Background: an optimization exercise with open tools, aiming at small area, a short achievable clock period and few clock cycles per item. Do not read the settings as production practice.
Where RTL was checked, it was by simulation tests only, not by an equivalence proof against the original.
For runs 4 to 7, only the layout was checked, not whether the RTL still works.
Power and IR drop assume default switching activity.

<file path="design/flow/flow/sameregs.py">
# sameregs.py A.v B.v: exit 0 when both netlists hold the same flip-flops
# (instance names and cell types), else 1.
import re, sys
def regs(path):
    text = open(path).read()
    return sorted(re.findall(r'^\s*(sky130_fd_sc_hd__(?:df|edf|sdf|dl)\w*)\s+(\\\S+|\w+)\s*\(', text, re.M), key=lambda t: t[1])
a, b = regs(sys.argv[1]), regs(sys.argv[2])
print(f"{len(a)} registers in {sys.argv[1]}, {len(b)} in {sys.argv[2]}")
if a != b:
    for x in sorted(set(a) ^ set(b))[:20]:
        print("differs:", x)
    sys.exit(1)
print("same registers")
</file>
<file path="design/flow/flow/abc.script">
strash
dch -f
amap
strash
dch -f
amap
</file>
<file path="design/flow/standard.sh">
#!/bin/bash
# synth_recipe.tcl (not shown) runs the flow's synth.tcl, then flattens the netlist and writes it again
# the make line also repeats each setting of config.mk as NAME=value (left out here)
make -C /OpenROAD-flow-scripts/flow DESIGN_CONFIG=/design/flow/config.mk WORK_HOME=/design/flow/orfs CLKGATE_MAP_FILE= SYNTH_SCRIPT=/design/flow/synth_recipe.tcl "${@:-finish}"
</file>
<file path="design/flow/config.mk">
export PLATFORM = sky130hd
export DESIGN_NAME = tile_convert_top
export DESIGN_NICKNAME = tile_convert_top
export VERILOG_FILES = /design/flow/design.v
export SDC_FILE = /design/flow/constraint.sdc
export NUM_CORES = 4
export LEC_CHECK = 0
export CAP_MARGIN = 20
export CORE_MARGIN = 2
export CORE_UTILIZATION = 40
export SETUP_SLACK_MARGIN = 4.65
export SLEW_MARGIN = 20
export TNS_END_PERCENT = 50
</file>
<file path="design/flow/design.v">
`timescale 1ns/100ps
package conv_pkg;
    typedef logic signed [7:0] int8_t;
    typedef logic [16-1:0] bf16_t;
    typedef logic [9:0] smag_t;
    typedef logic [4*16-1:0] chunk_t;
    function automatic smag_t step1(input logic [7:0] v);
        logic [6:0] m;
        m = v[7] ? ((v[6:0] == 7'd0) ? 7'h7F : (~v[6:0] + 7'd1)) : v[6:0];
        step1 = {2'b00, v[7], m};
    endfunction
    function automatic smag_t step2(input smag_t t);
        logic z4;
        z4 = (t[6:3] == 4'd0);
        step2 = {1'b0, z4, t[7], z4 ? {t[2:0], 4'd0} : t[6:0]};
    endfunction
    function automatic smag_t step3(input smag_t t);
        logic z2;
        z2 = (t[6:5] == 2'd0);
        step3 = {z2, t[8], t[7], z2 ? {t[4:0], 2'd0} : t[6:0]};
    endfunction
    function automatic smag_t step4(input smag_t t);
        logic z1;
        z1 = !t[6];
        step4 = {t[9], t[8], t[7], z1, z1 ? {t[4:0], 1'b0} : t[5:0]};
    endfunction
    function automatic bf16_t finish(input smag_t t);
        logic z4, z2, z1, s;
        logic [7:0] e;
        z2 = t[9]; z4 = t[8]; s = t[7]; z1 = t[6];
        e[7]   = !(z4 && z2);
        e[6:3] = {4{z4 && z2 && !z1}};
        e[2]   = !(z4 ^ z2) && !(z4 && z2 && z1);
        e[1]   = z2 && !(z4 && z1);
        e[0]   = !z1;
        finish = {s, e, t[5:0], 1'b0};
    endfunction
    function automatic smag_t steps(input smag_t t, input int from, input int to);
        smag_t r;
        r = t;
        if (from < 2 && to >= 2) r = step2(r);
        if (from < 3 && to >= 3) r = step3(r);
        if (from < 4 && to >= 4) r = step4(r);
        steps = r;
    endfunction
endpackage
`timescale 1ns/100ps
module int8_to_smag #(parameter int CUT = 2)
(
    input  conv_pkg::int8_t value,
    output conv_pkg::smag_t smag
);
    assign smag = conv_pkg::steps(conv_pkg::step1(value), 1, CUT);
endmodule
module smag_to_bf16 #(parameter int CUT = 2)
(
    input  conv_pkg::smag_t smag,
    output conv_pkg::bf16_t result
);
    assign result = conv_pkg::finish(conv_pkg::steps(smag, CUT, 4));
endmodule
`timescale 1ns/100ps
module line_assembler
(
    input  logic                  half_sel,
    input  logic [64-1:0] mem_data_in,
    output conv_pkg::smag_t [3:0] smag
);
    logic [64/2-1:0] half;
    assign half = half_sel ? mem_data_in[64-1:64/2]
                           : mem_data_in[64/2-1:0];
    for (genvar i = 0; i < 4; i++) begin : g_lane
        int8_to_smag u_smag (
            .value (half[i*8 +: 8]),
            .smag  (smag[i])
        );
    end
endmodule
`timescale 1ns/100ps
module tile_buffer
(
    input  logic                  clk,
    input  conv_pkg::smag_t [3:0] smag_in,
    output logic [64-1:0] res_data_out
);
    conv_pkg::smag_t [3:0] smag_q;
    always_ff @(posedge clk)
        smag_q <= smag_in;
    for (genvar i = 0; i < 4; i++) begin : g_lane
        smag_to_bf16 u_conv (
            .smag   (smag_q[i]),
            .result (res_data_out[i*16 +: 16])
        );
    end
endmodule
`timescale 1ns/100ps
module tile_word_counter
(
    input  logic       clk,
    input  logic       rd_active,
    output logic [5:0] rd_word,
    output logic [5:0] wr_word,
    output logic       rd_last
);
    logic [6:0] seq;
    logic       fb;
    assign fb = seq[5] ^ seq[4] ^ (seq[4:0] == 5'd0);
    always_ff @(posedge clk) begin
        if (!rd_active)
            seq <= '0;
        else
            seq <= {seq[5:0], fb};
    end
    assign rd_word = seq[5:0];
    assign wr_word = seq[6:1];
    assign rd_last = (seq[5:0] == 6'b100000);
endmodule
`timescale 1ns/100ps
module tile_ctrl_fsm
(
    input  logic     clk,
    input  logic     rst,
    input  logic     comp_enb,
    input  logic     rd_last,
    output logic     rd_active,
    output logic     wr_active,
    output logic     busy,
    output logic     done
);
    always_ff @(posedge clk) begin
        if (rst) begin
            rd_active <= 1'b0;
            wr_active <= 1'b0;
        end else begin
            if (rd_active)
                rd_active <= !rd_last;
            else
                rd_active <= comp_enb && !wr_active;    
            wr_active <= rd_active;
        end
    end
    assign busy = rd_active;
    assign done = wr_active && !rd_active;    
endmodule
`timescale 1ns/100ps
module tile_convert_top
(
    input  logic                   clk,
    input  logic                   rst,
    input  logic                   comp_enb,
    output logic                   busy,
    output logic                   done,
    output logic [16-1:0] mem_addr,
    output logic                   mem_read_enb,
    input  logic [64-1:0]  mem_data_in,
    output logic [16-1:0] res_addr,
    output logic [64-1:0]  res_data_out,
    output logic                   res_write_enb
);
    logic                  rd_active;
    logic                  wr_active;
    logic                  rd_last;
    logic [5:0]            rd_word;
    logic [5:0]            wr_word;
    conv_pkg::smag_t [3:0] smag;
    tile_ctrl_fsm u_fsm (
        .clk       (clk),
        .rst       (rst),
        .comp_enb  (comp_enb),
        .rd_last   (rd_last),
        .rd_active (rd_active),
        .wr_active (wr_active),
        .busy      (busy),
        .done      (done)
    );
    tile_word_counter u_counter (
        .clk       (clk),
        .rd_active (rd_active),
        .rd_word   (rd_word),
        .wr_word   (wr_word),
        .rd_last   (rd_last)
    );
    line_assembler u_assembler (
        .half_sel    (rd_word[0]),
        .mem_data_in (mem_data_in),
        .smag        (smag)
    );
    tile_buffer u_buffer (
        .clk          (clk),
        .smag_in      (smag),
        .res_data_out (res_data_out)
    );
    assign mem_addr      = {11'd0, rd_word[5:1]};
    assign res_addr      = {10'd0, wr_word};
    assign mem_read_enb  = rd_active;
    assign res_write_enb = wr_active;
endmodule
</file>
<file path="design/flow/flow/run.sh">
#!/bin/bash
# Standard layout with these changes:
#  - synthesis maps the logic with ABC's area script replaced by abc.script,
#    and without the adder extraction (ADDER_MAP_FILE empty); everything else,
#    register names included, is the standard synthesis; the run stops with
#    an error if its registers differ from the standard synthesis's;
#  - the port buffers are made from the smallest buffer cell;
#  - clock tree synthesis inserts no dummy loads and picks its buffers
#    from clkbuf_4 and clkbuf_8;
#  - one tie cell drives all constant outputs.
# Each tool's output goes to a log of its own in this folder.
set -euo pipefail
here=$(pwd)
res=$here/orfs/results/$FLOW_PLATFORM/tile_convert_top/base

# The standard synthesis, kept for its registers
bash standard.sh synth > synth_standard.log 2>&1
cp $res/1_2_yosys.v $here/standard_synth.v
rm -rf $here/orfs

# ORFS's scripts with the area ABC script replaced
cp -r $FLOW_HOME/scripts $here/scripts
cp $here/flow/abc.script $here/scripts/abc_area.script
bash standard.sh synth SCRIPTS_DIR=$here/scripts ABC_AREA=1 ADDER_MAP_FILE= > synth.log 2>&1
python3 $here/flow/sameregs.py $here/standard_synth.v $res/1_2_yosys.v > sameregs.log 2>&1

export BUFFER_PORTS_ARGS="-buffer_cell sky130_fd_sc_hd__buf_1"
export CTS_ARGS="-sink_clustering_enable -repair_clock_nets -dont_use_dummy_load -buf_list {sky130_fd_sc_hd__clkbuf_4 sky130_fd_sc_hd__clkbuf_8}"
export SKIP_REPAIR_TIE_FANOUT=1
bash standard.sh finish > standard.log 2>&1
</file>
<file path="design/flow/constraint.sdc">
create_clock -name core_clock -period 8.0 [get_ports {clk}]
set_input_delay 1.6000 -clock core_clock [delete_from_list [all_inputs] [get_ports {clk}]]
set_output_delay 1.6000 -clock core_clock [all_outputs]
set_load 0.01 [all_outputs]
</file>
==> reports/qor.csv, run 1 <==
metric,value,unit
HP Start,u_counter.seq[5]$_SDFF_PN0_,
Worst Hold Path Cells,2,
Arrival @ worst endpoint,1.70,ns
die area,7300,um2
GRT overflow,0,
Num CTS Buffers,5,
Synth Flop Type,dfxtp_1,
crit path buf inv count,2,
hold slack final,0.492,ns
status,finished clean,
Longest Clk Path Bufs,2,
DR vias,2815,
TritonRoute pass-1 iters,4,
sequential-to-total area share from yosys stat,0.340,
Worst Max-Slew Pin Slew,0.606,ns
Placer Congestion,0.848,
Initial DRC Count,82,
final routed DRC violation total,0,
Fin. Hold Viols,0,
largest family of logic cells by synthesized area,compound AO/OA/AOI/OAI gates,
post-synth cell types,28,
cell mode on critical path,o22ai_1,
FF-to-FF path depth,10,
overall routing resource usage,0.169,
mux share of post-synthesis cell area,0,
Compound-Gate Fraction of Synth Area,0.315,
vias per cell,5.20,
Root Driver,clkbuf_8,
DR WL/cell,11.8,um
"slowest stage delay, CP",0.34,ns
R2R Setup Slk,5.29,ns
Worst-path clk slew,0.08,ns
f_max,303,MHz
crit path cell chain,nor2_2 -> clkinv_1 -> o22ai_1 -> o22ai_1 -> buf_1,
initial antenna violation count,0,
final wirelength,6380,um
Area after DPL,2940,um2
CP Class,reg -> out,
CP max-delay cell,dfxtp_1,
period utilisation layout,0.412,
Layout area overhead,18.5,%
CTS tree,built,
XOR/XNOR Fraction of Synth Area,0,
CTS Sinks,45,
Synth Area per Inst,7.34,um2
vias in the first global route,2363,
yosys warns,5,
max-slew violation count,0,
"Hold-fix buffers, CTS",0,
total power divided by cell area,239,nW/um2
reg-to-reg startpoint,u_counter.seq[0]$_SDFF_PN0_,
final core occ,0.492,
worst vdd ir,0.000121,V
HP Class,reg -> reg,
simple logic cell fraction of the synthesized area,0.171,
IO buf count,141,
Synth Instances,361,
Synth Net Count,428,
Die W,85.4,um
Multi-input gate area,1410,um2
Mapped Area,2650,um2
Top Ports,167,
cell family with most CP delay,buffers and inverters,
worst skew pair latency,0.29,ns
"flops & latches, synth",45,
number of synthesized flops with an enable pin,0,
Clock Skews,0.0186,ns
DIE HEIGHT,85.4,um
register area,901,um2
CP endpoint kind,output pin,
Initial Utilization,0.415,
FF-to-FF End,u_buffer.smag_q[12]$_SDFF_PN0_,
Leak,1.10,nW
Slew headroom,0.596,
Finish-stage setup viols,0,
Finished Cell Area,3140,um2
Diodes inserted,0,
max cap viols,0,
first-pass GRT wire length,10200,um
post-synthesis adder-cell area fraction,0,
largest net degree at the start of global routing,34,
Layout Nets,533,
RSZ-0062 raised after global routing,yes,
Placeable Area,6390,um2
Filler cells,649,
min cycle time layout,3.30,ns
setup TNS,0,ns
num rows,29,
"antenna viol nets, final",0,
required time worst endpoint,6.40,ns
hold worst-path end,u_counter.seq[6]$_SDFF_PN0_,
# H-tree levels,2,
CP Max Fanout,8,
DP HPWL,5020,um
Synth async-reset ratio,0,
startpoint types,flop,
share of cells above drive strength 1,0.0647,
==> how the worst max path moves through the flow <==
stage / cells after the start / end / start
after floorplan: 9 / u_buffer.smag_q[12]$_SDFF_PN0_ / mem_data_in[8]
after global placement: 12 / u_buffer.smag_q[1]$_SDFF_PN0_ / mem_data_in[0]
after detailed placement: 10 / u_buffer.smag_q[10]$_SDFF_PN0_ / mem_data_in[8]
after CTS: 10 / u_buffer.smag_q[10]$_SDFF_PN0_ / mem_data_in[8]
after global routing: 10 / u_buffer.smag_q[10]$_SDFF_PN0_ / mem_data_in[8]
final: 5 / res_data_out[3] / u_buffer.smag_q[6]$_DFF_P_
==> metal layers <==
metal / global-route usage / wire (um) / vias up
li1: - / - / 1486
met1: 0.218 / 2870 / 1214
met2: 0.290 / 2990 / 107
met3: 0.0263 / 428 / 8
met4: 0.0534 / 91 / 0
met5: 0 / 0 / -
==> worst reg2reg max path, cell delays in order (launching register included) <==
cell and delay, ns:
dfxtp_1 0.35, clkinv_2 0.38, o22ai_1 0.38, clkinv_1 0.16, nor2_2 0.14, nand3_1 0.21, nor4_4 0.43, a211o_1 0.16
nand4b_1 0.18, clkinv_1 0.15, nor2_1 0.12
==> repair_timing <==
item	CTS	global route
pin swaps	2	2
setup buffers	1	2
hold endpoints to repair	0	0
gates resized for setup	8	20
endpoints found under the setup margin	34	56
==> flip-flops by register name, indices dropped and copies added, names as in the netlist <==
signal           flops
u_buffer.smag_q     36
u_fsm.wr_active      1
u_counter.seq        7
u_fsm.rd_active      1
==> cell usage in the layout, fill, tap and decap left out, drive strengths merged <==
master / n
o211ai: 2
a211o: 1
nand4: 1
o22a: 2
o22ai: 52
nor2: 62
clkinv: 26
o311a: 1
a21oi: 29
o21a: 1
nand4b: 4
a22o: 8
inv: 2
dfxtp: 45
o21ai: 22
nor3: 3
conb: 1
nand2: 22
nor4: 2
clkbuf: 5
and2: 1
nor2b: 6
o31ai: 1
a311oi: 3
a2111oi: 1
nand3: 4
a22oi: 2
buf: 145
and3: 1
a211oi: 9
==> Yosys cell counts, types with 2 or more instances <==
library cell,count,area [um2]
nand2_1,22,82.6
a211oi_1,9,67.6
nor2_1,62,233
nand3_1,4,20.0
a21oi_1,29,145
o22ai_1,52,325
clkinv_1,28,105
a22oi_1,2,15.0
a22o_1,8,70.1
dfxtp_1,45,901
nor3_1,3,15.0
o211ai_1,2,15.0
buf_4,47,353
o21ai_0,22,110
nand4b_1,4,35.0
nor2b_1,6,37.5
o22a_1,2,17.5
a311oi_1,3,26.3
nor4_1,2,12.5
==> power by group <==
part / switching, W / internal, W
Combinational: 0.000218 / 0.000123
Sequential: 0.0000270 / 0.000263
Clock: 0.0000641 / 0.0000562
==> cell type report <==
cell class,instances,share of cell area
tap,77,0.0307
timing repair buffer,145,0.178
multi-input combinational,241,0.449
clock buffer,5,0.0219
inverter,28,0.0338
sequential,45,0.287
==> cells by family (layout without fill, tap and decap cells) <==
group / after synthesis / count (layout)
compound gates: 134 / 134
buf+inv: 75 / 178
flops: 45 / 45
other cells: 1 / 1
simple gates: 106 / 106
==> through the flow <==
step,total power [W],setup slack (ns),cells
after floorplan,0.000530,4.72,361
after CTS,0.000748,4.64,539
after detailed placement,0.000615,4.36,533
after global placement,0.000614,4.36,533
after global routing,0.000812,4.53,541
final,0.000752,4.70,541
Testbench counts, summed over its fixed seeds: cycles 4,224, tiles 64.
==> run 2, diff against run 1 <==
--- a/design/flow/config.mk
+++ b/design/flow/config.mk
@@ -10,4 +10,4 @@
 export CORE_UTILIZATION = 40
+export GPL_TIMING_DRIVEN = 0
 export SETUP_SLACK_MARGIN = 4.65
 export SLEW_MARGIN = 20
-export TNS_END_PERCENT = 50
==> run 2 against run 1 <==
Compared with the run above: still clean on timing, DRC and antenna; sequential cell count unchanged; synthesized area did not move; non-clock buffer count rose by 49; worst setup slack better by 0.056 ns; utilization increased by 6.1 points; combinational power grew 6%; wire length up 5.5%; largest power group unchanged.
==> reports/qor.csv, run 2 <==
metric,value,unit
status,finished clean,
Leak,1.36,nW
Compound-Gate Fraction of Synth Area,0.315,
Initial DRC Count,75,
CTS Sinks,45,
final core occ,0.553,
GR Util met3,0.0350,
Placeable Area,6390,um2
HP Start,u_counter.seq[5]$_SDFF_PN0_,
required time worst endpoint,6.40,ns
top cell type by total area after synthesis,dfxtp_1,
die area,7300,um2
FF-to-FF End,u_buffer.smag_q[20]$_SDFF_PN0_,
Synth Net Count,428,
"Hold-fix buffers, CTS",0,
Arrival @ worst endpoint,1.64,ns
final routed DRC violation total,0,
Finish-stage setup viols,0,
GRT overflow,0,
Initial Utilization,0.415,
Mapped Area,2650,um2
Slew headroom,0.580,
critical path depth,5,
post-synth cell types,28,
"slowest stage delay, CP",0.42,ns
final wirelength,6730,um
"antenna viol nets, final",0,
met2 Resource Use GR,0.308,
"flops & latches, synth",45,
most frequent cell after synthesis,nor2_1,
"commonest non-fill, non-tap cell in the layout",buf_1,
Layout area overhead,33.2,%
Diodes inserted,0,
startpoint types,flop,
XOR/XNOR Fraction of Synth Area,0,
largest net degree at the start of global routing,35,
top-area cell type share of the netlist area,0.340,
Worst Max-Slew Pin Slew,0.630,ns
worst skew pair latency,0.30,ns
max reg flops,36,
overall routing resource usage,0.172,
max cap viols,0,
simple logic cell fraction of the synthesized area,0.171,
CP Max Fanout,8,
Fin. Hold Viols,0,
DR vias,3039,
highest-count cells in the layout ignoring fill and taps,"141 x buf_1, 56 x nor2_1, 53 x buf_4",
worst vdd ir,0.000103,V
HP Class,reg -> reg,
gr busiest metal,met2,
share of cells above drive strength 1,0.158,
number of synthesized flops with an enable pin,0,
# H-tree levels,2,
largest family of logic cells by synthesized area,compound AO/OA/AOI/OAI gates,
cell family with most CP delay,compound AO/OA/AOI/OAI gates,
DIE HEIGHT,85.4,um
CP max-delay cell,dfxtp_1,
mux share of post-synthesis cell area,0,
RSZ-0062 raised after global routing,yes,
Die W,85.4,um
FF-to-FF path depth,12,
max-slew violation count,0,
yosys warns,5,
reg-to-reg startpoint,u_counter.seq[0]$_SDFF_PN0_,
DP HPWL,5260,um
hold worst-path end,u_counter.seq[6]$_SDFF_PN0_,
placed insts,579,
Layout Nets,582,
Largest Register,u_buffer.smag_q,
vias in the first global route,2477,
total power divided by cell area,220,nW/um2
crit path buf inv count,2,
setup TNS,0,ns
vias per cell,5.15,
post-synthesis adder-cell area fraction,0,
Longest Clk Path Bufs,2,
CTS tree,built,
commonest cells in the netlist,"62 x nor2_1, 52 x o22ai_1, 47 x buf_4, 45 x dfxtp_1, 29 x a21oi_1",
num rows,29,
Placer Congestion,0.850,
DR WL/cell,11.4,um
R2R Setup Slk,5.17,ns
min cycle time layout,3.24,ns
initial antenna violation count,0,
Clock Skews,0.0269,ns
Worst Hold Path Cells,2,
IO buf count,141,
Root Driver,clkbuf_8,
Finished Layout Cells,590,
Synth async-reset ratio,0,
Worst-path clk slew,0.09,ns
GR Layer Usage met1,0.207,
largest cells by area after synthesis,"dfxtp_1 34%, buf_4 13%, o22ai_1 12%, nor2_1 8.8%, a21oi_1 5.5%",
first-pass GRT wire length,10400,um
TritonRoute pass-1 iters,6,
hold slack final,0.487,ns
sequential-to-total area share from yosys stat,0.340,
period utilisation layout,0.405,
Num CTS Buffers,5,
Largest regs,"u_buffer.smag_q x36, u_counter.seq x7",
Synth Area per Inst,7.34,um2
crit path cell chain,nor2_4 -> a21oi_4 -> clkinv_1 -> o22ai_1 -> buf_1,
f_max,309,MHz
Synth Instances,361,
Top Ports,167,
Filler cells,661,
CP Class,reg -> out,
Synth Flop Type,dfxtp_1,
CP endpoint kind,output pin,
run 2: where the power goes:
part	switching, W	internal [W]	total, W
clock	0.0000638	0.0000563	0.000120
sequential	0.0000332	0.000263	0.000296
combinational	0.000219	0.000142	0.000361
run 2: worst min-delay path, cell delays in order (launching register included):
cell and delay, ns:
dfxtp_1 0.33, clkinv_1 0.08, nor2_1 0.04
run 2: cells by family after synthesis:
group	count (synthesis)
compound gates	134
simple gates	106
buf+inv	75
flops	45
other cells	1
run 2: final cells by class:
type | instances | area [um2] | share of cell area
multi-input combinational | 241 | 1420 | 0.403
sequential | 45 | 905 | 0.256
timing repair buffer | 147 | 574 | 0.163
buffer | 47 | 353 | 0.0999
inverter | 28 | 110 | 0.0312
tap | 77 | 96.3 | 0.0273
clock buffer | 5 | 68.8 | 0.0195
run 2: worst max path at each step:
| stage | slack [ns] | start | to |
|---|---|---|---|
| 2_1_floorplan | 4.72 | mem_data_in[8] | u_buffer.smag_q[12]$_SDFF_PN0_ |
| 3_3_place_gp | 3.91 | u_counter.seq[0]$_SDFF_PN0_ | u_buffer.smag_q[10]$_SDFF_PN0_ |
| 3_5_place_dp | 3.88 | u_counter.seq[0]$_SDFF_PN0_ | u_buffer.smag_q[12]$_SDFF_PN0_ |
| 4_1_cts | 4.67 | mem_data_in[0] | u_buffer.smag_q[2]$_SDFF_PN0_ |
| 5_1_grt | 4.63 | mem_data_in[16] | u_buffer.smag_q[21]$_SDFF_PN0_ |
| 6_report | 4.76 | u_buffer.smag_q[16]$_DFF_P_ | res_data_out[18] |
run 2: metal layers:
layer  vias to the layer above  wire [um]
met5                         -          0
li1                       1581          -
met1                      1329       2830
met3                         8        571
met4                         0         65
met2                       121       3270
run 2: repair_timing:
action                     CTS  global route
cloned                       0             0
buffers inserted             1             5
setup endpoints to repair   69            58
gates resized for setup     13            22
pin swaps                    1             4
run 2: metrics by stage:
step	instance area, um2	power (W)	worst slack, ns
final	3530	0.000777	4.76
after detailed placement	3280	0.000629	3.88
after global placement	3280	0.000627	3.91
after CTS	3410	0.000763	4.67
after floorplan	2660	0.000530	4.72
after global routing	3530	0.000837	4.63
==> run 3, diff against run 2 <==
--- a/design/flow/config.mk
+++ b/design/flow/config.mk
@@ -9,4 +9,3 @@
 export CORE_MARGIN = 2
-export CORE_UTILIZATION = 40
-export GPL_TIMING_DRIVEN = 0
+export CORE_UTILIZATION = 30
 export SETUP_SLACK_MARGIN = 4.65
==> run 3 against run 2 <==
Compared with the run above: still clean on timing, DRC and antenna; non-clock buffer count is 46 lower; wire length shrank 0.48%; hold slack improved by 0.017 ns; worst setup slack better by 0.014 ns; count of clock-buffer cells in the layout unchanged; critical path type unchanged; largest cell class unchanged; highest routed layer unchanged.
==> reports/qor.csv, run 3 <==
metric,value,unit
CP max-delay cell,dfxtp_1,
worst skew pair latency,0.30,ns
post-synth cell types,28,
Largest Register,u_buffer.smag_q,
Layout area overhead,21.6,%
"slowest stage delay, CP",0.40,ns
max cap viols,0,
status,finished clean,
RSZ-0062 raised after global routing,no,
total power divided by cell area,238,nW/um2
DP HPWL,5200,um
Fin. Hold Viols,0,
min cycle time layout,3.23,ns
top cell type by total area after synthesis,dfxtp_1,
crit path cell chain,nor2_2 -> a21oi_4 -> clkinv_1 -> o22ai_1 -> buf_1,
Longest Clk Path Bufs,2,
"flops & latches, synth",45,
IO buf count,141,
mux share of post-synthesis cell area,0,
CP Max Fanout,8,
Diodes inserted,0,
final routed DRC violation total,0,
Slew headroom,0.655,
number of synthesized flops with an enable pin,0,
Worst Max-Slew Pin Slew,0.517,ns
commonest cells in the netlist,"62 x nor2_1, 52 x o22ai_1, 47 x buf_4, 45 x dfxtp_1, 29 x a21oi_1",
CTS tree,built,
final wirelength,6700,um
Finish-stage setup viols,0,
Largest regs,"u_buffer.smag_q x36, u_counter.seq x7",
Arrival @ worst endpoint,1.63,ns
Top Ports,167,
DR WL/cell,11.7,um
DR vias,2880,
Die W,98.0,um
share of cells above drive strength 1,0.0771,
Synth Net Count,428,
die area,9610,um2
post-synthesis adder-cell area fraction,0,
top-area cell type share of the netlist area,0.340,
Placer Congestion,0.872,
total power,0.000767,W
largest cells by area after synthesis,"dfxtp_1 34%, buf_4 13%, o22ai_1 12%, nor2_1 8.8%, a21oi_1 5.5%",
largest net degree at the start of global routing,34,
placed insts,564,
initial antenna violation count,0,
max reg flops,36,
num rows,34,
final worst slack,4.77,ns
CP endpoint kind,output pin,
sequential-to-total area share from yosys stat,0.340,
Initial DRC Count,55,
most frequent cell after synthesis,nor2_1,
# H-tree levels,2,
f_max,310,MHz
vias per cell,5.01,
crit path buf inv count,2,
Synth Instances,361,
Mapped Area,2650,um2
Finished Layout Cells,575,
Num CTS Buffers,5,
"commonest non-fill, non-tap cell in the layout",buf_1,
Leak,1.12,nW
GRT overflow,0,
HP Class,reg -> reg,
Synth Flop Type,dfxtp_1,
Initial Utilization,0.307,
startpoint types,flop,
overall routing resource usage,0.130,
Synth async-reset ratio,0,
yosys warns,5,
hold slack final,0.504,ns
worst vdd ir,0.0000793,V
max-slew violation count,0,
first-pass GRT wire length,10600,um
setup TNS,0,ns
Layout Nets,536,
XOR/XNOR Fraction of Synth Area,0,
TritonRoute pass-1 iters,4,
Synth Area per Inst,7.34,um2
simple logic cell fraction of the synthesized area,0.171,
highest-count cells in the layout ignoring fill and taps,"141 x buf_1, 56 x nor2_1, 46 x o22ai_1",
Root Driver,clkbuf_8,
cell family with most CP delay,compound AO/OA/AOI/OAI gates,
CTS Sinks,45,
largest family of logic cells by synthesized area,compound AO/OA/AOI/OAI gates,
dpl ws,4.38,ns
Placeable Area,8640,um2
"antenna viol nets, final",0,
"Hold-fix buffers, CTS",0,
vias in the first global route,2483,
CP Class,reg -> out,
DIE HEIGHT,98.0,um
Filler cells,959,
period utilisation layout,0.403,
Compound-Gate Fraction of Synth Area,0.315,
Clock Skews,0.0273,ns
required time worst endpoint,6.40,ns
Worst-path clk slew,0.09,ns
run 3: layout make-up:
cell class              count  area, um2  area share
clock buffers               5       68.8      0.0213
inverters                  28        106      0.0330
multi-input cells         241       1430       0.444
flip-flops and latches     45        901       0.279
well taps                 108        135      0.0419
repair buffers            148        582       0.180
run 3: final timing paths:
| kind | cells past startpoint | end | slack (ns) | from |
|---|---|---|---|---|
| min reg2reg | 2 | u_counter.seq[6]$_SDFF_PN0_ | 0.50 | u_counter.seq[5]$_SDFF_PN0_ |
| max | 5 | res_data_out[52] | 4.77 | u_buffer.smag_q[36]$_DFF_P_ |
| max reg2reg | 10 | u_buffer.smag_q[11]$_SDFF_PN0_ | 5.30 | u_counter.seq[0]$_SDFF_PN0_ |
| min | 2 | u_counter.seq[6]$_SDFF_PN0_ | 0.50 | u_counter.seq[5]$_SDFF_PN0_ |
run 3: where the power goes:
part           switching (W)  total, W  internal [W]  leakage, nW
sequential         0.0000286  0.000291      0.000263        0.376
combinational       0.000223  0.000353      0.000130        0.704
clock              0.0000658  0.000122     0.0000563       0.0359
run 3: stage by stage:
stage	util	cell area [um2]
3_5_place_dp	0.345	2980
2_1_floorplan	-	2660
5_1_grt	0.373	3220
4_1_cts	0.359	3100
3_3_place_gp	0.345	2980
6_report	0.373	3220
run 3: cell families after synthesis:
group,Yosys count
other,1
DFF,45
buffers and inverters,75
AOI/OAI and AO/OA,134
and+or+nand+nor,106
run 3: timing repair:
item,4_1_cts,5_1_grt
pin swaps,2,4
setup endpoints to repair,32,56
gates resized for setup,8,25
buffers inserted,2,4
run 3: worst reg2reg max path, cell delays in order (launching register included):
cell and delay (ns):
dfxtp_1 0.36, clkinv_2 0.42, o22ai_1 0.39, clkinv_1 0.16, nor2_2 0.16, nand3_2 0.16, nor4_4 0.37, a211o_1 0.16
nand4b_1 0.17, clkinv_1 0.14, nor2_1 0.11
run 3: per-layer routing:
| metal | vias up | track usage | routed length (um) |
|---|---|---|---|
| li1 | 1495 | - | - |
| met1 | 1283 | 0.156 | 2950 |
| met2 | 94 | 0.229 | 3240 |
| met3 | 8 | 0.0279 | 413 |
| met4 | 0 | 0.0438 | 96 |
| met5 | - | 0 | 0 |
==> run 4, diff against run 3 <==
--- a/design/flow/design.v
+++ b/design/flow/design.v
@@ -47,3 +47,3 @@
 `timescale 1ns/100ps
-module int8_to_smag #(parameter int CUT = 2)
+module int8_to_smag #(parameter int CUT = 1)
 (
@@ -54,3 +54,3 @@
 endmodule
-module smag_to_bf16 #(parameter int CUT = 2)
+module smag_to_bf16 #(parameter int CUT = 1)
 (
--- a/design/flow/config.mk
+++ b/design/flow/config.mk
@@ -9,3 +9,3 @@
 export CORE_MARGIN = 2
-export CORE_UTILIZATION = 30
+export CORE_UTILIZATION = 40
 export SETUP_SLACK_MARGIN = 4.65
==> run 4 against run 3 <==
Compared with the run above: still clean; clock power fell by 3%; final cell count increased by 6.8%; worst setup slack got worse by 0.40 ns; global-route usage rose by 10 points; sequential cell count down 4; via count is 14% higher; count of clock-buffer cells in the layout stayed put; cell area grew 38%; wire length is 41% higher; sequential power down 4%; critical path depth rose by 5; utilization is 34 points higher; critical path type unchanged.
==> reports/qor.csv, run 4 <==
metric,value,unit
Mapped Area,2580,um2
post-synthesis adder-cell area fraction,0,
Layout Nets,606,
crit path cell chain,nor2_4 -> inv_4 -> nor3_4 -> a21oi_2 -> nand2_2 -> buf_4 -> buf_4 -> a32oi_2 -> o22ai_1 -> clkbuf_2,
status,finished clean,
max cap viols,0,
GRT overflow,0,
most frequent cell after synthesis,nand2_1,
number of synthesized flops with an enable pin,0,
"antenna viol nets, final",0,
Top Ports,167,
Worst-path clk slew,0.08,ns
highest-count cells in the layout ignoring fill and taps,"89 x buf_1, 48 x buf_4, 45 x buf_6",
met2 Resource Use GR,0.462,
"flops & latches, synth",41,
CP Max Fanout,4,
dpl ws,4.43,ns
gr busiest metal,met2,
largest family of logic cells by synthesized area,compound AO/OA/AOI/OAI gates,
Leak,1.81,nW
CP Class,reg -> out,
Synth Flop Type,dfxtp_1,
vias in the first global route,3066,
CTS Sinks,41,
total power divided by cell area,223,nW/um2
DP HPWL,5170,um
HP Class,reg -> reg,
simple logic cell fraction of the synthesized area,0.200,
Num CTS Buffers,5,
CP max-delay cell,dfxtp_2,
CTS tree,built,
num rows,29,
Placeable Area,6280,um2
GR Util met3,0.0413,
Layout area overhead,73.1,%
setup TNS,0,ns
Largest regs,"u_buffer.smag_q x32, u_counter.seq x7",
crit path buf inv count,4,
die area,7110,um2
GR Layer Usage met1,0.246,
max reg flops,32,
yosys warns,5,
final routed DRC violation total,0,
vias per cell,5.35,
"Hold-fix buffers, CTS",0,
required time worst endpoint,6.40,ns
largest net degree at the start of global routing,35,
"slowest stage delay, CP",0.34,ns
cell mode on critical path,buf_4,
share of cells above drive strength 1,0.443,
Synth Net Count,433,
Synth Area per Inst,7.05,um2
RSZ-0062 raised after global routing,yes,
min cycle time layout,3.63,ns
Area after DPL,2980,um2
initial antenna violation count,0,
Largest Register,u_buffer.smag_q,
Root Driver,clkbuf_8,
worst vdd ir,0.000144,V
largest cells by area after synthesis,"dfxtp_1 32%, buf_4 14%, o22ai_1 11%, nand2_1 8.1%, nor2_1 6.7%",
mux share of post-synthesis cell area,0,
post-synth cell types,22,
XOR/XNOR Fraction of Synth Area,0,
DR WL/cell,15.4,um
Compound-Gate Fraction of Synth Area,0.297,
worst skew pair latency,0.29,ns
Initial DRC Count,83,
Finish-stage setup viols,0,
Filler cells,440,
final wirelength,9440,um
max-slew violation count,0,
startpoint types,flop,
f_max,276,MHz
overall routing resource usage,0.233,
cell family with most CP delay,simple AND/OR/NAND/NOR gates,
Clock Skews,0.0206,ns
final worst slack,4.37,ns
top cell type by total area after synthesis,dfxtp_1,
sequential-to-total area share from yosys stat,0.318,
"commonest non-fill, non-tap cell in the layout",buf_1,
period utilisation layout,0.453,
Die W,84.3,um
IO buf count,141,
commonest cells in the netlist,"56 x nand2_1, 47 x buf_4, 46 x nor2_1, 44 x o22ai_1, 41 x dfxtp_1",
Longest Clk Path Bufs,2,
Fin. Hold Viols,0,
Synth async-reset ratio,0,
TritonRoute pass-1 iters,4,
Placer Congestion,0.865,
first-pass GRT wire length,13700,um
final core occ,0.711,
DR vias,3283,
Arrival @ worst endpoint,2.03,ns
DIE HEIGHT,84.3,um
Initial Utilization,0.411,
CP endpoint kind,output pin,
top-area cell type share of the netlist area,0.318,
Finished Cell Area,4470,um2
Synth Instances,366,
hold slack final,0.486,ns
# H-tree levels,2,
Diodes inserted,0,
==> run 4: layout make-up <==
cell class                      count  area [um2]  area share
Multi-Input combinational cell    246        1900       0.426
Timing Repair Buffer              212        1370       0.306
Sequential cell                    41         841       0.188
Inverter                           32         186      0.0417
Tap cell                           77        96.3      0.0216
Clock buffer                        5        68.8      0.0154
Timing Repair inverter              1        5.00     0.00112
==> run 4: where the power goes <==
group          internal, W  total [W]  switching, W
registers         0.000238   0.000280     0.0000416
clock network    0.0000562   0.000118     0.0000614
logic             0.000276   0.000599      0.000323
==> run 4: kinds of logic after synthesis <==
logic type	Yosys count
AO/OA/AOI/OAI	120
flip-flops	41
other	1
AND/OR/NAND/NOR	125
buffers and inverters	79
==> run 4: worst register-to-register path, cell delays in order, from the launching register on <==
cell	delay, ns
dfxtp_1	0.31
buf_4	0.34
clkinv_1	0.38
buf_4	0.34
o22ai_1	0.22
clkinv_1	0.14
nor2b_1	0.16
nand2_1	0.09
nor2_1	0.15
and3_1	0.19
nand3_1	0.16
clkinv_1	0.10
a311o_1	0.11
==> run 4: metal layers <==
layer / part of all wire / vias up
met5: 0 / -
met4: 0.013 / 0
met3: 0.051 / 14
met2: 0.55 / 124
met1: 0.39 / 1529
li1: - / 1616
==> run 4: through the flow <==
stage | total power [W] | std cells
detailed placement | 0.000585 | 539
finish | 0.000997 | 614
global placement | 0.000583 | 539
floorplan | 0.000506 | 366
CTS | 0.000880 | 594
global route | 0.00105 | 614
==> run 4: worst paths after layout <==
kind / start / endpoint / cells after the start / slack (ns)
hold reg to reg: u_counter.seq[4]$_SDFF_PN0_ / u_counter.seq[5]$_SDFF_PN0_ / 2 / 0.49
setup reg to reg: u_counter.seq[0]$_SDFF_PN0_ / u_buffer.smag_q[11]$_DFF_P_ / 12 / 5.22
setup / recovery: u_buffer.smag_q[6]$_DFF_P_ / res_data_out[5] / 10 / 4.37
hold / removal: u_counter.seq[4]$_SDFF_PN0_ / u_counter.seq[5]$_SDFF_PN0_ / 2 / 0.49
==> run 4: timing repair <==
item | CTS | global route
cloned | 1 | 0
setup buffers | 49 | 20
resized for setup | 194 | 60
endpoints found under the setup margin | 56 | 56
pin swaps | 56 | 29
==> run 5, diff against run 4 <==
--- a/design/flow/design.v
+++ b/design/flow/design.v
@@ -47,3 +47,3 @@
 `timescale 1ns/100ps
-module int8_to_smag #(parameter int CUT = 1)
+module int8_to_smag #(parameter int CUT = 3)
 (
@@ -54,3 +54,3 @@
 endmodule
-module smag_to_bf16 #(parameter int CUT = 1)
+module smag_to_bf16 #(parameter int CUT = 3)
 (
==> run 5 against run 4 <==
Compared with the run above: sequential power up about 20%; sequential share of layout area up 3.8 points; wire length down 9.7%; critical path depth up 4; utilization down 7.8 points; combinational power down 15%; synthesized area up 12%; final cell count up 5.9%; first-iteration DRC count down 9.6%; power down 1.9%; clock skew down 0.0025 ns; critical endpoint is now u_buffer.smag_q[21]$_SDFF_PN0_; largest cell class unchanged.
==> reports/qor.csv, run 5 <==
metric,value,unit
Worst-path clk slew,0.09,ns
CP max-delay cell,a211oi_4,
Largest regs,"u_buffer.smag_q x40, u_counter.seq x7",
final core occ,0.633,
Slew headroom,0.591,
GRT overflow,0,
CP Class,in -> reg,
"slowest stage delay, CP",0.30,ns
RSZ-0062 raised after global routing,yes,
CTS tree,built,
Longest Clk Path Bufs,2,
crit path cell chain,buf_1 -> a22o_1 -> nor2_4 -> nand2_2 -> nor2_4 -> nor2_1 -> nor2_1 -> a211oi_4 -> nand4_1 -> buf_4 -> o21ai_4 -> nor2_4 -> buf_6 -> nor2_2,
initial antenna violation count,0,
overall routing resource usage,0.196,
# H-tree levels,2,
worst skew pair latency,0.30,ns
max cap viols,0,
max-slew violation count,0,
DR vias,3239,
Filler cells,619,
DP HPWL,5540,um
Num CTS Buffers,5,
top cell type by total area after synthesis,dfxtp_1,
Initial DRC Count,75,
Top Ports,167,
Synth Flop Type,dfxtp_1,
Finish-stage setup viols,0,
Synth Area per Inst,7.32,um2
die area,7910,um2
period utilisation layout,0.438,
status,finished clean,
post-synth cell types,23,
Diodes inserted,0,
largest net degree at the start of global routing,35,
Leak,1.64,nW
total power divided by cell area,225,nW/um2
final worst slack,4.49,ns
number of synthesized flops with an enable pin,0,
dpl ws,3.90,ns
largest cells by area after synthesis,"dfxtp_1 34%, buf_4 13%, o22ai_1 11%, nor2_1 9.1%, clkinv_1 6.0%",
CTS Sinks,49,
sequential-to-total area share from yosys stat,0.340,
vias in the first global route,2896,
R2R Setup Slk,4.69,ns
Clock Skews,0.0182,ns
share of cells above drive strength 1,0.291,
vias per cell,4.98,
Placer Congestion,0.850,
Synth Instances,394,
cell mode on critical path,nor2_4,
Placeable Area,6870,um2
worst vdd ir,0.0000849,V
Worst Max-Slew Pin Slew,0.613,ns
required time worst endpoint,8.22,ns
DIE HEIGHT,88.9,um
startpoint types,input pin,
final wirelength,8520,um
"antenna viol nets, final",0,
"flops & latches, synth",49,
num rows,30,
hold slack final,0.504,ns
setup TNS,0,ns
Largest Register,u_buffer.smag_q,
highest-count cells in the layout ignoring fill and taps,"141 x buf_1, 52 x nor2_1, 48 x dfxtp_1",
Die W,88.9,um
IO buf count,141,
Initial Utilization,0.420,
Arrival @ worst endpoint,3.73,ns
Layout area overhead,50.8,%
total power,0.000978,W
most frequent cell after synthesis,nor2_1,
Synth async-reset ratio,0,
Mapped Area,2890,um2
HP Class,reg -> reg,
Multi-input gate area,1880,um2
Synth Net Count,461,
Fin. Hold Viols,0,
f_max,285,MHz
commonest cells in the netlist,"70 x nor2_1, 53 x o22ai_1, 51 x buf_4, 49 x dfxtp_1, 46 x clkinv_1",
Root Driver,clkbuf_8,
final routed DRC violation total,0,
min cycle time layout,3.51,ns
top-area cell type share of the netlist area,0.340,
CP Max Fanout,6,
yosys warns,5,
first-pass GRT wire length,12300,um
DR WL/cell,13.1,um
max reg flops,40,
Layout Nets,623,
CP endpoint kind,flop,
"commonest non-fill, non-tap cell in the layout",buf_1,
TritonRoute pass-1 iters,4,
register area,985,um2
## run 5: per-stage QoR
stage                     cell area (um2)  std cells
after floorplan                      3080        394
after global placement               3340        580
after detailed placement             3340        580
after CTS                            3980        637
after global routing                 4350        650
final                                4350        650
## run 5: cell type report
type,instances,area share
multi-input combinational,248,0.433
timing repair buffer,206,0.251
sequential,49,0.226
inverter,46,0.0466
tap,96,0.0276
clock buffer,5,0.0158
## run 5: power by group
| group | total (W) | internal, W | switching [W] |
|---|---|---|---|
| logic | 0.000512 | 0.000217 | 0.000295 |
| registers | 0.000336 | 0.000301 | 0.0000351 |
| clock network | 0.000130 | 0.0000565 | 0.0000734 |
## run 5: final timing paths
| path | startpoint | end | cells after the start |
|---|---|---|---|
| max | mem_data_in[49] | u_buffer.smag_q[21]$_SDFF_PN0_ | 14 |
| min | u_counter.seq[1]$_SDFF_PN0_ | u_counter.seq[2]$_SDFF_PN0_ | 1 |
| max reg2reg | u_counter.seq[0]$_SDFF_PN0_ | u_buffer.smag_q[21]$_SDFF_PN0_ | 15 |
| min reg2reg | u_counter.seq[1]$_SDFF_PN0_ | u_counter.seq[2]$_SDFF_PN0_ | 1 |
## run 5: repair_timing
item                       in CTS  in global routing
cloned                          0                  0
buffers inserted               52                 13
hold buffers                    0                  0
gates resized for setup        44                 67
setup endpoints to repair      36                 32
pin swaps                      34                 33
## run 5: cells by family after synthesis
logic type	count (synthesis)	synth area share
compound gates	127	0.291
simple gates	120	0.175
buf+inv	97	0.193
flops	49	0.340
other cells	1	0.00130
## run 5: worst max-delay path, delay by kind of cell
kind	cells	cell delay (ns)
and+or+nand+nor	8	1.02
AOI/OAI and AO/OA	3	0.68
buffers and inverters	3	0.42
## run 5: layer usage
metal  vias up  GRT usage  wire [um]
met2        94      0.372       4490
met4         0     0.0773        102
met1      1470      0.216       3490
met5         -          0          0
li1       1665          -          -
met3        10     0.0342        441
==> run 6, diff against run 5 <==
--- a/design/flow/design.v
+++ b/design/flow/design.v
@@ -8,4 +8,6 @@
         logic [6:0] m;
+        logic z4;
         m = v[7] ? ((v[6:0] == 7'd0) ? 7'h7F : (~v[6:0] + 7'd1)) : v[6:0];
-        step1 = {2'b00, v[7], m};
+        z4 = v[7] ? (&v[6:3] && |v[2:0]) : (v[6:3] == 4'd0);
+        step1 = {1'b0, z4, v[7], m};
     endfunction
@@ -13,3 +15,3 @@
         logic z4;
-        z4 = (t[6:3] == 4'd0);
+        z4 = t[8];
         step2 = {1'b0, z4, t[7], z4 ? {t[2:0], 4'd0} : t[6:0]};
@@ -47,3 +49,3 @@
 `timescale 1ns/100ps
-module int8_to_smag #(parameter int CUT = 3)
+module int8_to_smag #(parameter int CUT = 2)
 (
@@ -54,3 +56,3 @@
 endmodule
-module smag_to_bf16 #(parameter int CUT = 3)
+module smag_to_bf16 #(parameter int CUT = 2)
 (
==> run 6 against run 5 <==
Compared with the run above: still clean on timing, DRC and antenna; critical path depth is 9 lower; hold slack worse by 0.030 ns; count of clock-buffer cells in the layout stayed put; register-to-register slack better by 0.61 ns; largest power group unchanged; highest routed layer unchanged.
==> reports/qor.csv, run 6 <==
metric,value,unit
startpoint types,flop,
DR vias,2892,
HP Start,u_counter.seq[4]$_SDFF_PN0_,
Synth Flop Type,dfxtp_1,
Die W,86.7,um
Fin. Hold Viols,0,
Layout Nets,560,
Worst Setup SP,u_buffer.smag_q[6]$_DFF_P_,
period utilisation layout,0.403,
CP Max Fanout,10,
Worst-path clk slew,0.09,ns
Longest Clk Path Bufs,2,
IO buf count,141,
total power divided by cell area,227,nW/um2
"commonest non-fill, non-tap cell in the layout",buf_1,
final routed DRC violation total,0,
Synth Net Count,456,
Layout area overhead,17.4,%
DIE HEIGHT,86.7,um
top-area cell type share of the netlist area,0.329,
HP Class,reg -> reg,
Initial DRC Count,58,
R2R Setup Slk,5.30,ns
Diodes inserted,0,
Arrival @ worst endpoint,1.62,ns
Num CTS Buffers,5,
reg-to-reg startpoint,u_counter.seq[0]$_SDFF_PN0_,
final core occ,0.478,
first-pass GRT wire length,10200,um
Finish-stage setup viols,0,
Clock Skews,0.0229,ns
worst vdd ir,0.0000679,V
final wirelength,6620,um
Leak,1.13,nW
Synth Area per Inst,7.04,um2
post-synth cell types,27,
largest net degree at the start of global routing,34,
DR WL/cell,11.6,um
Worst Max-Slew Pin Slew,0.676,ns
top cell type by total area after synthesis,dfxtp_1,
post-synthesis adder-cell area fraction,0,
"flops & latches, synth",45,
vias per cell,5.06,
largest family of logic cells by synthesized area,compound AO/OA/AOI/OAI gates,
CTS Sinks,45,
CTS tree,built,
Synth Instances,389,
Compound-Gate Fraction of Synth Area,0.286,
CP max-delay cell,dfxtp_1,
Slew headroom,0.549,
max cap viols,0,
commonest cells in the netlist,"82 x nor2_1, 61 x o22ai_1, 47 x buf_4, 45 x dfxtp_1, 38 x clkinv_1",
sequential-to-total area share from yosys stat,0.329,
largest cells by area after synthesis,"dfxtp_1 33%, o22ai_1 14%, buf_4 13%, nor2_1 11%, clkinv_1 5.2%",
Root Driver,clkbuf_8,
most frequent cell after synthesis,nor2_1,
max-slew violation count,0,
total power,0.000730,W
worst skew pair latency,0.29,ns
Largest Register,u_buffer.smag_q,
RSZ-0062 raised after global routing,yes,
Placeable Area,6720,um2
XOR/XNOR Fraction of Synth Area,0,
crit path buf inv count,2,
number of synthesized flops with an enable pin,0,
# H-tree levels,2,
CP endpoint kind,output pin,
Synth async-reset ratio,0,
num rows,30,
f_max,310,MHz
max reg flops,36,
"antenna viol nets, final",0,
CP Class,reg -> out,
Mapped Area,2740,um2
DP HPWL,5140,um
cell family with most CP delay,compound AO/OA/AOI/OAI gates,
Initial Utilization,0.408,
Largest regs,"u_buffer.smag_q x36, u_counter.seq x7",
required time worst endpoint,6.40,ns
share of cells above drive strength 1,0.0448,
yosys warns,5,
highest-count cells in the layout ignoring fill and taps,"141 x buf_1, 78 x nor2_1, 59 x o22ai_1",
min cycle time layout,3.22,ns
mux share of post-synthesis cell area,0,
status,finished clean,
Placer Congestion,0.876,
TritonRoute pass-1 iters,4,
crit path cell chain,nor2_4 -> a21oi_4 -> clkinv_1 -> o22ai_1 -> buf_1,
simple logic cell fraction of the synthesized area,0.203,
vias in the first global route,2436,
overall routing resource usage,0.166,
GRT overflow,0,
die area,7520,um2
"slowest stage delay, CP",0.41,ns
setup TNS,0,ns
initial antenna violation count,0,
Top Ports,167,
==> run 6: cell types whose count changed after synthesis, moves of 5 or more <==
cell / previous run / this run
o21bai_1: 8 / 0
o22ai_1: 53 / 61
clkinv_1: 46 / 38
o21a_1: 6 / 1
a22o_1: 11 / 2
nor2_1: 70 / 82
a311oi_1: 5 / 0
a21oi_1: 9 / 15
==> run 6: logic make-up (layout without fill, tap and decap cells) <==
logic type             count (synthesis)  after routing
and+or+nand+nor                      134            134
AOI/OAI and AO/OA                    124            124
other                                  1              1
buffers and inverters                 85            187
DFF                                   45             45
==> run 6: final cells by class <==
type	instances	area [um2]
fill	707	3500
multi-input combinational	259	1430
sequential	45	901
timing repair buffer	144	572
inverter	38	143
tap	80	100
clock buffer	5	68.8
==> run 6: final timing paths <==
path | end | cells past startpoint
max | res_data_out[4] | 5
max reg2reg | u_buffer.smag_q[25]$_DFF_P_ | 11
min | u_counter.seq[5]$_SDFF_PN0_ | 2
min reg2reg | u_counter.seq[5]$_SDFF_PN0_ | 2
==> run 6: per-layer routing <==
layer  GRT usage  vias to the layer above  share of wire  routed length, um
met5           0                        -              0                  0
met4      0.0440                        0         0.0086                 57
met3      0.0295                        5          0.049                323
met2       0.301                       99           0.47               3140
met1       0.201                     1236           0.47               3100
li1            -                     1552              -                  -
==> run 6: timing repair <==
item,4_1_cts,5_1_grt
cloned,0,0
hold buffers,0,0
endpoints found under the hold margin,0,0
pin swaps,1,0
gates resized for setup,7,13
setup buffers,1,0
setup endpoints to repair,29,44
==> run 6: per-stage QoR <==
step                std cells  setup WS [ns]  area [um2]  hold WS, ns
floorplan                 389           4.69        2740        0.481
global placement          564           4.56        3020        0.460
detailed placement        564           4.49        3020        0.465
CTS                       570           4.65        3130        0.477
global route              571           4.64        3210        0.502
finish                    571           4.78        3210        0.474
==> run 6: report_power, final <==
group / switching, W / internal [W] / leakage, nW
Combinational: 0.000205 / 0.000118 / 0.718
Clock: 0.0000635 / 0.0000563 / 0.0359
Sequential: 0.0000274 / 0.000260 / 0.376
Total: 0.000296 / 0.000434 / 1.13
==> run 6: worst reg2reg max path: cells and delay by family (launching register included) <==
family / cells / cell delay [ns]
buffers and inverters: 3 / 0.82
AOI/OAI and AO/OA: 3 / 0.53
DFF: 1 / 0.34
and+or+nand+nor: 5 / 0.93
==> run 7, diff against run 6 <==
--- a/design/flow/config.mk
+++ b/design/flow/config.mk
@@ -10,3 +10,3 @@
 export CORE_UTILIZATION = 40
-export SETUP_SLACK_MARGIN = 4.65
+export SETUP_SLACK_MARGIN = 4.8
 export SLEW_MARGIN = 20
==> run 7 against run 6 <==
Compared with the run above: largest power group unchanged; clock power barely moved; sequential power is essentially flat; register-to-register slack improved by 0.16 ns; worst setup slack improved by 0.12 ns; critical path type unchanged; highest routed layer unchanged; sequential cell count did not move; maximum frequency grew 3.8%.
==> reports/qor.csv, run 7 <==
metric,value,unit
Num CTS Buffers,5,
"Hold-fix buffers, CTS",0,
Initial Utilization,0.408,
Worst Hold Path Cells,2,
Longest Clk Path Bufs,2,
f_max,322,MHz
Layout Nets,569,
DP HPWL,5190,um
IO buf count,141,
max cap viols,0,
reg-to-reg startpoint,u_counter.seq[0]$_SDFF_PN0_,
sequential-to-total area share from yosys stat,0.329,
RSZ-0062 raised after global routing,yes,
required time worst endpoint,6.40,ns
"antenna viol nets, final",0,
commonest cells in the netlist,"82 x nor2_1, 61 x o22ai_1, 47 x buf_4, 45 x dfxtp_1, 38 x clkinv_1",
Worst-path clk slew,0.08,ns
num rows,30,
Finished Layout Cells,580,
Initial DRC Count,63,
most frequent cell after synthesis,nor2_1,
post-synth cell types,27,
switching share of total power,0.405,
Finish-stage setup viols,0,
number of synthesized flops with an enable pin,0,
Synth async-reset ratio,0,
yosys warns,5,
DIE HEIGHT,86.7,um
Psw,0.000305,W
FF-to-FF End,u_buffer.smag_q[35]$_DFF_P_,
cell family with most CP delay,flip-flops,
Placer Congestion,0.844,
max reg flops,36,
Fin. Hold Viols,0,
Arrival @ worst endpoint,1.50,ns
CP max-delay cell,dfxtp_2,
final core occ,0.493,
HP Class,reg -> reg,
overall routing resource usage,0.178,
Top Ports,167,
Diodes inserted,0,
final wirelength,6920,um
startpoint types,flop,
highest-count cells in the layout ignoring fill and taps,"141 x buf_1, 76 x nor2_1, 57 x o22ai_1",
Root Driver,clkbuf_8,
CP endpoint kind,output pin,
CP Max Fanout,6,
DR WL/cell,11.9,um
final routed DRC violation total,0,
Synth Flop Type,dfxtp_1,
GRT overflow,0,
FF-to-FF path depth,6,
worst vdd ir,0.0000725,V
CP Class,reg -> out,
worst skew pair latency,0.28,ns
Worst Max-Slew Pin Slew,0.711,ns
Largest regs,"u_buffer.smag_q x36, u_counter.seq x7",
TritonRoute pass-1 iters,6,
Leak,1.18,nW
period utilisation layout,0.388,
Synth Instances,389,
Logic pwr share,0.459,
share of cells above drive strength 1,0.0860,
status,finished clean,
largest cells by area after synthesis,"dfxtp_1 33%, o22ai_1 14%, buf_4 13%, nor2_1 11%, clkinv_1 5.2%",
Finished Cell Area,3310,um2
max-slew violation count,0,
vias per cell,5.20,
HP Start,u_counter.seq[4]$_SDFF_PN0_,
largest net degree at the start of global routing,34,
vias in the first global route,2509,
initial antenna violation count,0,
Layout area overhead,20.9,%
min cycle time layout,3.10,ns
crit path buf inv count,2,
"commonest non-fill, non-tap cell in the layout",buf_1,
CTS tree,built,
Synth Net Count,456,
top-area cell type share of the netlist area,0.329,
placed insts,564,
Placeable Area,6720,um2
Mapped Area,2740,um2
"flops & latches, synth",45,
top cell type by total area after synthesis,dfxtp_1,
total power divided by cell area,227,nW/um2
DR vias,3016,
Sequential Power Share,0.383,
Die W,86.7,um
clock power share,0.158,
Synth Area per Inst,7.04,um2
Slew headroom,0.526,
Int Pwr,0.000448,W
hold slack final,0.480,ns
first-pass GRT wire length,10900,um
# H-tree levels,2,
Clock Skews,0.0166,ns
Largest Register,u_buffer.smag_q,
die area,7520,um2
CTS Sinks,45,
Area after DPL,3020,um2
"slowest stage delay, CP",0.35,ns
R2R Setup Slk,5.46,ns
hold worst-path end,u_counter.seq[5]$_SDFF_PN0_,
setup TNS,0,ns
crit path cell chain,nor2_4 -> clkinvlp_4 -> o22ai_1 -> a21oi_1 -> buf_1,
## run 7: cell counts after synthesis
No cell type changed its count.
## run 7: what timing repair did
action	CTS	global route
resized for setup	14	19
endpoints found under the setup margin	52	47
setup buffers	5	6
pin swaps	3	5
## run 7: per-stage QoR
step                setup slack, ns  power [W]
floorplan                      4.85   0.000513
global placement               4.57   0.000591
detailed placement             4.41   0.000593
CTS                            4.80   0.000735
global route                   4.73   0.000816
finish                         4.90   0.000752
## run 7: routing by layer
metal | up-vias | global-route usage | share of wire
li1 | 1573 | - | -
met1 | 1330 | 0.224 | 0.45
met4 | 0 | 0.0540 | 0.0065
met2 | 107 | 0.313 | 0.49
met5 | - | 0 | 0
met3 | 6 | 0.0248 | 0.047
## run 7: worst register-to-register path, cell delays in order, from the launching register on
cell and delay (ns):
dfxtp_1 0.35, clkinv_2 0.41, o22ai_1 0.73, clkinv_1 0.30
o21ai_1 0.18, a21oi_1 0.09, or3_1 0.38
## run 7: worst max-delay path by stage
| stage | cells after the start | endpoint | startpoint |
|---|---|---|---|
| 2_1_floorplan | 4 | res_data_out[18] | u_buffer.smag_q[15]$_DFF_P_ |
| 6_report | 5 | res_data_out[22] | u_buffer.smag_q[16]$_DFF_P_ |
| 4_1_cts | 5 | res_data_out[18] | u_buffer.smag_q[16]$_DFF_P_ |
| 5_1_grt | 12 | u_buffer.smag_q[15]$_DFF_P_ | mem_data_in[8] |
| 3_5_place_dp | 6 | u_buffer.smag_q[26]$_DFF_P_ | mem_data_in[23] |
| 3_3_place_gp | 6 | u_buffer.smag_q[26]$_DFF_P_ | mem_data_in[23] |
## run 7: cells by family (layout without fill, tap and decap cells)
kind of cell           after synthesis  count (layout)  share of synthesized area
and+or+nand+nor                    134             134                      0.203
AOI/OAI and AO/OA                  124             124                      0.286
buffers and inverters               85             196                      0.181
DFF                                 45              45                      0.329
other                                1               1                    0.00137
## run 7: cell type report
| type | count | area, um2 |
|---|---|---|
| repair buffers | 153 | 619 |
| well taps | 80 | 100 |
| clock buffers | 5 | 68.8 |
| fillers | 664 | 3410 |
| multi-input cells | 259 | 1470 |
| inverters | 38 | 153 |
| flip-flops and latches | 45 | 902 |
## run 7: power by group through the flow
stage	registers (W)	clock network (W)	logic (W)
3_5_place_dp	0.000284	0	0.000309
2_1_floorplan	0.000282	0	0.000230
6_report	0.000288	0.000119	0.000346
3_3_place_gp	0.000284	0	0.000307
5_1_grt	0.000293	0.000135	0.000387
4_1_cts	0.000285	0.000126	0.000324
==> run 8, diff against run 7 <==
--- a/design/flow/design.v
+++ b/design/flow/design.v
@@ -8,6 +8,4 @@
         logic [6:0] m;
-        logic z4;
         m = v[7] ? ((v[6:0] == 7'd0) ? 7'h7F : (~v[6:0] + 7'd1)) : v[6:0];
-        z4 = v[7] ? (&v[6:3] && |v[2:0]) : (v[6:3] == 4'd0);
-        step1 = {1'b0, z4, v[7], m};
+        step1 = {2'b00, v[7], m};
     endfunction
@@ -15,3 +13,3 @@
         logic z4;
-        z4 = t[8];
+        z4 = (t[6:3] == 4'd0);
         step2 = {1'b0, z4, t[7], z4 ? {t[2:0], 4'd0} : t[6:0]};
--- a/design/flow/flow/run.sh
+++ b/design/flow/flow/run.sh
@@ -27,3 +27,3 @@
 export BUFFER_PORTS_ARGS="-buffer_cell sky130_fd_sc_hd__buf_1"
-export CTS_ARGS="-sink_clustering_enable -repair_clock_nets -dont_use_dummy_load -buf_list {sky130_fd_sc_hd__clkbuf_4 sky130_fd_sc_hd__clkbuf_8}"
+export CTS_ARGS="-sink_clustering_enable -repair_clock_nets -dont_use_dummy_load -buf_list {sky130_fd_sc_hd__clkbuf_8 sky130_fd_sc_hd__clkbuf_16} -sink_clustering_size 50 -sink_clustering_max_diameter 1000"
 export SKIP_REPAIR_TIE_FANOUT=1
--- a/design/flow/config.mk
+++ b/design/flow/config.mk
@@ -10,3 +10,3 @@
 export CORE_UTILIZATION = 40
-export SETUP_SLACK_MARGIN = 4.8
+export SETUP_SLACK_MARGIN = 4.65
 export SLEW_MARGIN = 20
==> run 8 against run 7 <==
Compared with the run above: via count down 5.9%; sequential cell count unchanged; synthesized area down 3.2%; sequential share of layout area up 1.2 points; register-to-register slack worse by 0.11 ns; combinational power about the same; critical path type unchanged; critical endpoint is now res_data_out[3]; largest cell class unchanged; largest power group unchanged.
==> reports/qor.csv, run 8 <==
metric,value,unit
max-slew violation count,0,
Synth async-reset ratio,0,
vias per cell,5.24,
HP Class,reg -> reg,
highest-count cells in the layout ignoring fill and taps,"141 x buf_1, 55 x nor2_1, 47 x o22ai_1",
post-synth cell types,28,
TritonRoute pass-1 iters,4,
Initial Utilization,0.415,
"commonest non-fill, non-tap cell in the layout",buf_1,
DR WL/cell,11.8,um
yosys warns,5,
CTS Sinks,45,
Root Driver,clkbuf_8,
CTS tree,built,
Synth Flop Type,dfxtp_1,
number of synthesized flops with an enable pin,0,
Num CTS Buffers,5,
max reg flops,36,
Initial DRC Count,76,
startpoint types,flop,
sequential-to-total area share from yosys stat,0.340,
min cycle time layout,3.16,ns
top cell type by total area after synthesis,dfxtp_1,
Mapped Area,2650,um2
final routed DRC violation total,0,
initial antenna violation count,0,
"antenna viol nets, final",0,
f_max,316,MHz
die area,7300,um2
largest net degree at the start of global routing,34,
Diodes inserted,0,
Worst Setup SP,u_buffer.smag_q[6]$_DFF_P_,
Finish-stage setup viols,0,
first-pass GRT wire length,10200,um
final wirelength,6370,um
"flops & latches, synth",45,
worst vdd ir,0.000121,V
Area after DPL,2940,um2
reg-to-reg startpoint,u_counter.seq[0]$_SDFF_PN0_,
most frequent cell after synthesis,nor2_1,
CP Max Fanout,10,
Worst Max-Slew Pin Slew,0.611,ns
Worst-path clk slew,0.08,ns
RSZ-0062 raised after global routing,yes,
Largest regs,"u_buffer.smag_q x36, u_counter.seq x7",
Arrival @ worst endpoint,1.56,ns
HP Start,u_counter.seq[5]$_SDFF_PN0_,
crit path buf inv count,2,
largest cells by area after synthesis,"dfxtp_1 34%, buf_4 13%, o22ai_1 12%, nor2_1 8.8%, a21oi_1 5.5%",
Largest Register,u_buffer.smag_q,
DR vias,2837,
"slowest stage delay, CP",0.42,ns
period utilisation layout,0.395,
cell family with most CP delay,compound AO/OA/AOI/OAI gates,
Leak,1.11,nW
commonest cells in the netlist,"62 x nor2_1, 52 x o22ai_1, 47 x buf_4, 45 x dfxtp_1, 29 x a21oi_1",
Layout area overhead,19.6,%
# H-tree levels,2,
Top Ports,167,
"Hold-fix buffers, CTS",0,
Die W,85.4,um
IO buf count,141,
Layout Nets,533,
vias in the first global route,2378,
CP max-delay cell,dfxtp_1,
Synth Net Count,428,
DIE HEIGHT,85.4,um
Synth Area per Inst,7.34,um2
Placeable Area,6390,um2
Fin. Hold Viols,0,
num rows,29,
Longest Clk Path Bufs,2,
GRT overflow,0,
CP Class,reg -> out,
Synth Instances,361,
top-area cell type share of the netlist area,0.340,
DP HPWL,5020,um
Placer Congestion,0.848,
status,finished clean,
worst skew pair latency,0.29,ns
required time worst endpoint,6.40,ns
overall routing resource usage,0.169,
Finished Cell Area,3170,um2
final core occ,0.497,
total power divided by cell area,239,nW/um2
hold slack final,0.492,ns
Slew headroom,0.593,
setup TNS,0,ns
max cap viols,0,
share of cells above drive strength 1,0.0733,
crit path cell chain,nor2_4 -> a21oi_4 -> inv_2 -> o22ai_1 -> buf_1,
CP endpoint kind,output pin,
Clock Skews,0.0186,ns
[run 8: cell count changes in the layout (fill, tap and decap cells not counted), moves of 6 or more]
cell / change
clkinv_1: -7
a21oi_1: +14
o22ai_1: -10
buf_4: -8
a22o_1: +6
nor2_1: -21
[run 8: path summary, 6_finish.rpt]
kind | to | slack (ns) | cells past startpoint
max | res_data_out[3] | 4.84 | 5
min | u_counter.seq[6]$_SDFF_PN0_ | 0.49 | 2
max reg2reg | u_buffer.smag_q[21]$_SDFF_PN0_ | 5.35 | 12
min reg2reg | u_counter.seq[6]$_SDFF_PN0_ | 0.49 | 2
[run 8: cell type report]
cell class / count / area [um2]
Timing Repair Buffer: 145 / 559
Multi-Input combinational cell: 241 / 1440
Sequential cell: 45 / 901
Tap cell: 77 / 96.3
Clock buffer: 5 / 68.8
Fill cell: 650 / 3210
Inverter: 28 / 106
[run 8: kinds of logic (layout without fill, tap and decap cells)]
family	after synthesis	count (layout)	share of synthesized area
DFF	45	45	0.340
AOI/OAI and AO/OA	134	134	0.315
buffers and inverters	75	178	0.173
and+or+nand+nor	106	106	0.171
other	1	1	0.00141
[run 8: timing repair]
item	CTS	global route
endpoints found under the setup margin	34	56
gates resized for setup	9	26
buffers inserted	1	2
pin swaps	2	3
[run 8: layer usage]
metal  global-route usage  wire length, um  up-vias
met3               0.0263              382       10
met2                0.290             3000       99
met1                0.216             2870     1241
met5                    0                0        -
met4               0.0534              107        0
li1                     -                -     1487
[run 8: worst reg2reg max path, delay by kind of cell (launching register included)]
family                 cells  cell delay, ns
AO/OA/AOI/OAI              4            0.63
buffers and inverters      3            0.65
flip-flops                 1            0.35
AND/OR/NAND/NOR            5            0.94
[run 8: through the flow]
stage	std cells	worst slack, ns	total power [W]
final	541	4.84	0.000757
after global routing	541	4.59	0.000818
after CTS	539	4.65	0.000748
after detailed placement	533	4.36	0.000615
after global placement	533	4.36	0.000614
after floorplan	361	4.72	0.000530
[run 8: power breakdown]
group	switching [W]	internal, W
registers	0.0000285	0.000263
logic	0.000220	0.000127
clock network	0.0000637	0.0000562
total	0.000312	0.000446
Testbench counts of run 8, summed over its fixed seeds: cycles 4,224, tiles 64.

## what the ideal ports hide
How much do the figures lean on ideal ports? The routed layouts below were timed once more, with nothing changed but the port constraints.
Step 1 (the two cells are an assumption about what drives the block):
set clk [get_ports {clk}]
set_driving_cell -lib_cell sky130_fd_sc_hd__clkbuf_16 $clk
set_driving_cell -lib_cell sky130_fd_sc_hd__buf_2 [delete_from_list [all_inputs] $clk]
Step 2, shift: input delay + t, output delay - t, t = (earliest + latest rising clock arrival at the registers) / 2. This alone moves slack from input paths to output paths.
Three values: no drivers, after step 1, after step 2; two values: the first two.
run	t (ns)	slack for setup (ns)	latest minus earliest clock arrival (ns)	worst slew at a driven data input, ns	pins driven straight from the clock port
run 1	0.311	4.704 / 4.676 / 4.481	0.019 / 0.019	0.04	1
run 2	0.311	4.760 / 4.732 / 4.514	0.027 / 0.027	0.05	1
run 3	0.312	4.774 / 4.746 / 4.561	0.027 / 0.027	0.04	1
run 4	0.311	4.373 / 4.345 / 4.656	0.022 / 0.022	0.05	1
run 5	0.322	4.494 / 4.501 / 4.179	0.018 / 0.019	0.04	1
run 6	0.310	4.778 / 4.749 / 4.664	0.025 / 0.026	0.04	1
run 7	0.309	4.896 / 4.865 / 4.713	0.023 / 0.022	0.04	1
run 8	0.310	4.839 / 4.812 / 4.564	0.019 / 0.019	0.04	1
After both steps every run listed still meets setup and hold. For run 5, which loses most, drivers alone change the setup slack by +0.007 ns; drivers and shift together by -0.315 ns.
